From an optimization exercise on the open Yosys and OpenROAD flow, aimed at small area, a short achievable clock period and few clock cycles per item; shortcuts taken in it are not production practice. Where RTL was checked, it was by simulation tests only, not by an equivalence proof against the original. Power and IR drop assume default switching activity.

Setup of job 5335:
// conv3x3_stream_engine
module conv3x3_stream_engine #(
    parameter int BIT_DEPTH = 8,
    parameter int IMG_W     = 28,
    parameter int IMG_H     = 28,
    parameter int ACC_W     = 20,
    parameter int ADDR_W    = 10
) (
    input  logic                 clk,
    input  logic                 rst,
    input  logic                 kernel_wr_en,
    input  logic [3:0]           kernel_wr_addr,
    input  logic [BIT_DEPTH-1:0] kernel_wr_data,
    input  logic                 start,
    input  logic [1:0]           stride,
    input  logic                 relu_en,
    input  logic [4:0]           shift_amt,
    input  logic                 pix_valid,
    input  logic [BIT_DEPTH-1:0] pix_data,
    output logic                 pix_ready,
    output logic                 out_valid,
    output logic [BIT_DEPTH-1:0] out_data,
    output logic [ADDR_W-1:0]    out_addr,
    input  logic                 out_ready,
    output logic                 busy,
    output logic                 done
);
    localparam int QD  = 4;
    localparam int CAP = QD + 1;
    logic       busy_r, done_r, pix_ready_r, out_valid_r;
    logic       idle_i, ndone_i, nrdy_i, nov_i;
    logic       all_in;
    logic       stride2_r, relu_r;
    logic [4:0] shift_r;
    logic [4:0] col_in, row_in;
    logic [CAP-1:0] nth;         
    logic [7:0] kr [0:8];
    wire bsy = !idle_i, dn = !ndone_i, rdy = !nrdy_i, ov = !nov_i;
    logic start_go, accept, deliver, emit_in, last_in, inc;
    logic all_in_next, done_next;
    logic [CAP-1:0] nth_next;
    assign start_go = !bsy && start;
    assign accept   = pix_valid && rdy;
    assign deliver  = ov && out_ready;
    assign emit_in  = (row_in >= 5'd2) && (col_in >= 5'd2) &&
                      (!stride2_r || (!row_in[0] && !col_in[0]));
    assign last_in  = (col_in == 5'd27) && (row_in == 5'd27);
    assign inc      = accept && emit_in;
    always_comb begin
  ...
Size in the first run: roughly 56 I/O pins, roughly 39000 um^2 of cells after synthesis.
export LEC_CHECK = 0
export CAP_MARGIN = 40
export CORE_MARGIN = 2
export CORE_UTILIZATION = 60
export CTS_BUF_LIST = sky130_fd_sc_hd__clkbuf_8
export CTS_CLUSTER_DIAMETER = 50
export CTS_CLUSTER_SIZE = 14
export SLEW_MARGIN = 55
export SYNTH_HIERARCHICAL = 1
create_clock -name core_clock -period 13.0 [get_ports {clk}]
standard.sh (not shown) runs the stock make flow with config.mk's settings and CLKGATE_MAP_FILE= SYNTH_SCRIPT=/design/flow/synth_recipe.tcl, a recipe that flattens the netlist after the stock synthesis.
==> flow/flow/run.sh <==
#!/bin/bash
# Own layout flow: the standard synthesis and layout, with two changes to
# how the layout is made:
#  - ports are buffered with sky130_fd_sc_hd__buf_2 instead of the default
#    buffer the flow picks (a slow clock-delay cell);
#  - delay cells (clkdlybuf*, dlygate*, dlymetal*) are not used by the
#    resizer's slew/capacitance repair on signal nets;
#  - the resizer's setup repair aims for 9.15 ns of slack at the design's
#    13 ns clock, so that it resizes the few gates on paths slower than that.
# Each run of standard.sh writes its full output to a log file here.
set -euo pipefail
bash standard.sh synth > synth.log 2>&1
export BUFFER_PORTS_ARGS="-buffer_cell sky130_fd_sc_hd__buf_2"
export DONT_USE_CELLS="sky130_fd_sc_hd__clkdlybuf4s15_1 sky130_fd_sc_hd__clkdlybuf4s15_2 sky130_fd_sc_hd__clkdlybuf4s18_1 sky130_fd_sc_hd__clkdlybuf4s18_2 sky130_fd_sc_hd__clkdlybuf4s25_1 sky130_fd_sc_hd__clkdlybuf4s25_2 sky130_fd_sc_hd__clkdlybuf4s50_1 sky130_fd_sc_hd__clkdlybuf4s50_2 sky130_fd_sc_hd__dlygate4sd1_1 sky130_fd_sc_hd__dlygate4sd2_1 sky130_fd_sc_hd__dlygate4sd3_1 sky130_fd_sc_hd__dlymetal6s2s_1 sky130_fd_sc_hd__dlymetal6s4s_1 sky130_fd_sc_hd__dlymetal6s6s_1"
export SETUP_SLACK_MARGIN=9.15
bash standard.sh > layout.log 2>&1
Job 5335: full flow OK, the timing, DRC and antenna checks passed
Testbench counts of job 5335, summed over its fixed seeds: cycles 25,476, items 14,027.
Edits applied to the flow inputs when going from job 5335 to job 9675:
==> flow/flow/run.sh <==
#!/bin/bash
# Own layout flow: the standard synthesis and layout, with two changes to
# how the layout is made:
#  - ports are buffered with sky130_fd_sc_hd__buf_2 instead of the default
#    buffer the flow picks (a slow clock-delay cell);
#  - delay cells (clkdlybuf*, dlygate*, dlymetal*) are not used by the
#    resizer's slew/capacitance repair on signal nets.
# Each run of standard.sh writes its full output to a log file here.
set -euo pipefail
bash standard.sh synth > synth.log 2>&1
export BUFFER_PORTS_ARGS="-buffer_cell sky130_fd_sc_hd__buf_2"
export DONT_USE_CELLS="sky130_fd_sc_hd__clkdlybuf4s15_1 sky130_fd_sc_hd__clkdlybuf4s15_2 sky130_fd_sc_hd__clkdlybuf4s18_1 sky130_fd_sc_hd__clkdlybuf4s18_2 sky130_fd_sc_hd__clkdlybuf4s25_1 sky130_fd_sc_hd__clkdlybuf4s25_2 sky130_fd_sc_hd__clkdlybuf4s50_1 sky130_fd_sc_hd__clkdlybuf4s50_2 sky130_fd_sc_hd__dlygate4sd1_1 sky130_fd_sc_hd__dlygate4sd2_1 sky130_fd_sc_hd__dlygate4sd3_1 sky130_fd_sc_hd__dlymetal6s2s_1 sky130_fd_sc_hd__dlymetal6s4s_1 sky130_fd_sc_hd__dlymetal6s6s_1"
bash standard.sh > layout.log 2>&1
## What came out
- Job 9675: full flow OK, the timing, DRC and antenna checks passed
- Power attributed to the clock group: job 9675 vs job 5335, no meaningful difference
- Fraction of area in multi-input gates: job 9675 > job 5335
- Going from job 5335 to job 9675, non-clock buffer count shrinks by 33%.
- Of job 5335 and job 9675, the run reporting the higher antenna cell count was job 9675.

Setup of exp/delta:
conv3x3_stream_engine, a different RTL version from the one above (not shown whole).
For scale: ~56 I/O pins.
## conv3x3_stream_engine
module conv3x3_stream_engine #(
    parameter int BIT_DEPTH = 8,
    parameter int IMG_W     = 28,
    parameter int IMG_H     = 28,
    parameter int ACC_W     = 20,
    parameter int ADDR_W    = 10
) (
    input  logic                 clk,
    input  logic                 rst,
    input  logic                 kernel_wr_en,
    input  logic [3:0]           kernel_wr_addr,
    input  logic [BIT_DEPTH-1:0] kernel_wr_data,
    input  logic                 start,
    input  logic [1:0]           stride,
    input  logic                 relu_en,
    input  logic [4:0]           shift_amt,
    input  logic                 pix_valid,
    input  logic [BIT_DEPTH-1:0] pix_data,
    output logic                 pix_ready,
    output logic                 out_valid,
    output logic [BIT_DEPTH-1:0] out_data,
    output logic [ADDR_W-1:0]    out_addr,
    input  logic                 out_ready,
    output logic                 busy,
    output logic                 done
);
export LEC_CHECK = 0
export CAP_MARGIN = 50
export CORE_MARGIN = 2
export CORE_UTILIZATION = 40
export CTS_BUF_LIST = sky130_fd_sc_hd__clkbuf_8
export CTS_CLUSTER_DIAMETER = 60
export CTS_CLUSTER_SIZE = 20
export SLEW_MARGIN = 70
export SYNTH_HIERARCHICAL = 1
create_clock -name core_clock -period 13.0 [get_ports {clk}]
==> flow/flow/run.sh <==
#!/bin/bash
# Own layout flow: the standard synthesis and layout, with two changes to
# how the layout is made:
#  - ports are buffered with sky130_fd_sc_hd__buf_2 instead of the default
#    buffer the flow picks (a slow clock-delay cell);
#  - delay cells (clkdlybuf*, dlygate*, dlymetal*) are not used by the
#    resizer's slew/capacitance repair on signal nets.
# Each run of standard.sh writes its full output to a log file here.
set -euo pipefail
bash standard.sh synth > synth.log 2>&1
export BUFFER_PORTS_ARGS="-buffer_cell sky130_fd_sc_hd__buf_2"
export DONT_USE_CELLS="sky130_fd_sc_hd__clkdlybuf4s15_1 sky130_fd_sc_hd__clkdlybuf4s15_2 sky130_fd_sc_hd__clkdlybuf4s18_1 sky130_fd_sc_hd__clkdlybuf4s18_2 sky130_fd_sc_hd__clkdlybuf4s25_1 sky130_fd_sc_hd__clkdlybuf4s25_2 sky130_fd_sc_hd__clkdlybuf4s50_1 sky130_fd_sc_hd__clkdlybuf4s50_2 sky130_fd_sc_hd__dlygate4sd1_1 sky130_fd_sc_hd__dlygate4sd2_1 sky130_fd_sc_hd__dlygate4sd3_1 sky130_fd_sc_hd__dlymetal6s2s_1 sky130_fd_sc_hd__dlymetal6s4s_1 sky130_fd_sc_hd__dlymetal6s6s_1"
bash standard.sh > layout.log 2>&1
Testbench counts of exp/delta, summed over its fixed seeds: cycles 25,476, items 14,027.
--- input diff exp/delta..exp/onyx ---
- changing CTS_CLUSTER_DIAMETER from 60 to 50
- changing CTS_CLUSTER_SIZE from 20 to 14
Results
Sort exp/onyx and exp/delta by wire length the detailed router placed on met1 desc -> top: exp/delta. In the tables for exp/onyx and exp/delta, combinational share of power reads higher with exp/delta. Looking at exp/onyx and exp/delta, the ratio of routed vias to standard cells is a wash. On clock network fraction of total power, the lower figure sits with exp/delta, not exp/onyx. exp/onyx did not stop at any stage, and its layout met the timing, DRC and antenna checks.
The following lists how exp/willow was set up differently from exp/onyx:
- changing CTS_CLUSTER_SIZE from 14 to 16
- changing CTS_CLUSTER_DIAMETER from 50 to 60
- changing CTS_BUF_LIST from sky130_fd_sc_hd__clkbuf_8 to sky130_fd_sc_hd__clkbuf_4 sky130_fd_sc_hd__clkbuf_8 sky130_fd_sc_hd__clkbuf_16
### Flow results
- Timing, DRC, antenna: 0 failures across exp/willow and exp/onyx
- The wire length was comparable across exp/willow and exp/onyx.
- Final worst-path cycle share: exp/willow lower than exp/onyx
- Re clock buffer count: exp/willow is 11 up on exp/onyx.
- Maximum vdd drop: exp/willow vs exp/onyx — no meaningful difference
- Compared to exp/onyx, exp/willow has detailed-routing wirelength on met1 490 um higher.
- Minimum setup slack among reg-to-reg paths on exp/willow is up relative to exp/onyx.
- exp/willow and exp/onyx ended up with roughly the same overall routing resource usage.
- [compare] base=exp/onyx new=exp/willow: area growth from synthesis to layout up 1.8 points; maximum clock frequency now sits higher; required time at the worst-slack endpoint grew by 3.12 ns; number of buffers created by CTS now sits lower.

old:
conv3x3_stream_engine, a different RTL version from the one above (not shown whole).
For scale: ~2700 cells after synthesis.
export LEC_CHECK = 0
export CAP_MARGIN = 50
export CORE_MARGIN = 2
export CORE_UTILIZATION = 40
export CTS_BUF_LIST = sky130_fd_sc_hd__clkbuf_8
export CTS_CLUSTER_DIAMETER = 50
export CTS_CLUSTER_SIZE = 14
export SLEW_MARGIN = 70
export SYNTH_HIERARCHICAL = 1
create_clock -name core_clock -period 13.0 [get_ports {clk}]
Scripts as last shown in full above: flow/flow/run.sh
Here is what was changed in the inputs of new compared with old.
Settings: changing CAP_MARGIN from 50 to 30; changing SLEW_MARGIN from 70 to 40.
Results
- For cell count of the worst hold path, new and old come out practically identical.
- On number of buffers and inverters on the critical path: between new and old, it ends up lower for new.
- For routed length on met3, dividing the value from old by the value from new gives 0.939.
- STATUS largest vdd supply drop: new loses against old
- Looking at portion of total power attributed to combinational logic, new sits 0.3 points lower than old does.
- Taking old as the reference, in new fraction of area in registers climbed 1.4 points; clock power dropped about 2%.
- new vs old — combinational power dropped slightly
- Comparing new and old, the lower global-route wire length before repair is on new.
- Compared with old, new shows depth of the critical timing path with buffers and inverters included lower by 2.
No functional check of the RTL was part of any run of this note.

==> port drivers added, routing unchanged <==
No port has a modelled driver above. Below, the same layouts with a new extraction and two added sets of constraints. Step 1 assumes that a clkbuf_16 drives the clock port and a buf_2 every other input. Step 2 times the ports against the registers' clock, not the clock port: input delays grow and output delays shrink by t, the midpoint of the rising clock arrivals with the driver on. Three values: no drivers, after step 1, after step 2; two values: the first two.
run | t (ns) | setup slack, ns | worst setup path at the end | slew at the worst register clock pin (ns)
job 5335 | 0.734 | 9.138 / 9.138 / 8.599 | input to register | 0.09 / 0.09
job 9675 | 0.756 | 9.031 / 8.991 / 8.314 | input to register | 0.09 / 0.09
exp/delta | 0.795 | 8.980 / 8.919 / 8.541 | input to register | 0.12 / 0.12
exp/onyx | 0.771 | 9.030 / 8.969 / 8.526 | input to register | 0.09 / 0.09
exp/willow | 0.695 | 9.110 / 9.046 / 8.537 | input to register | 0.07 / 0.07
old | 0.780 | 9.022 / 9.007 / 8.436 | input to register | 0.09 / 0.09
new | 0.792 | 8.982 / 8.982 / 8.298 | input to register | 0.09 / 0.09
After both steps setup and hold are still met in every run listed. For job 9675, which loses most, drivers alone change the setup slack by -0.040 ns; drivers and shift together by -0.717 ns.
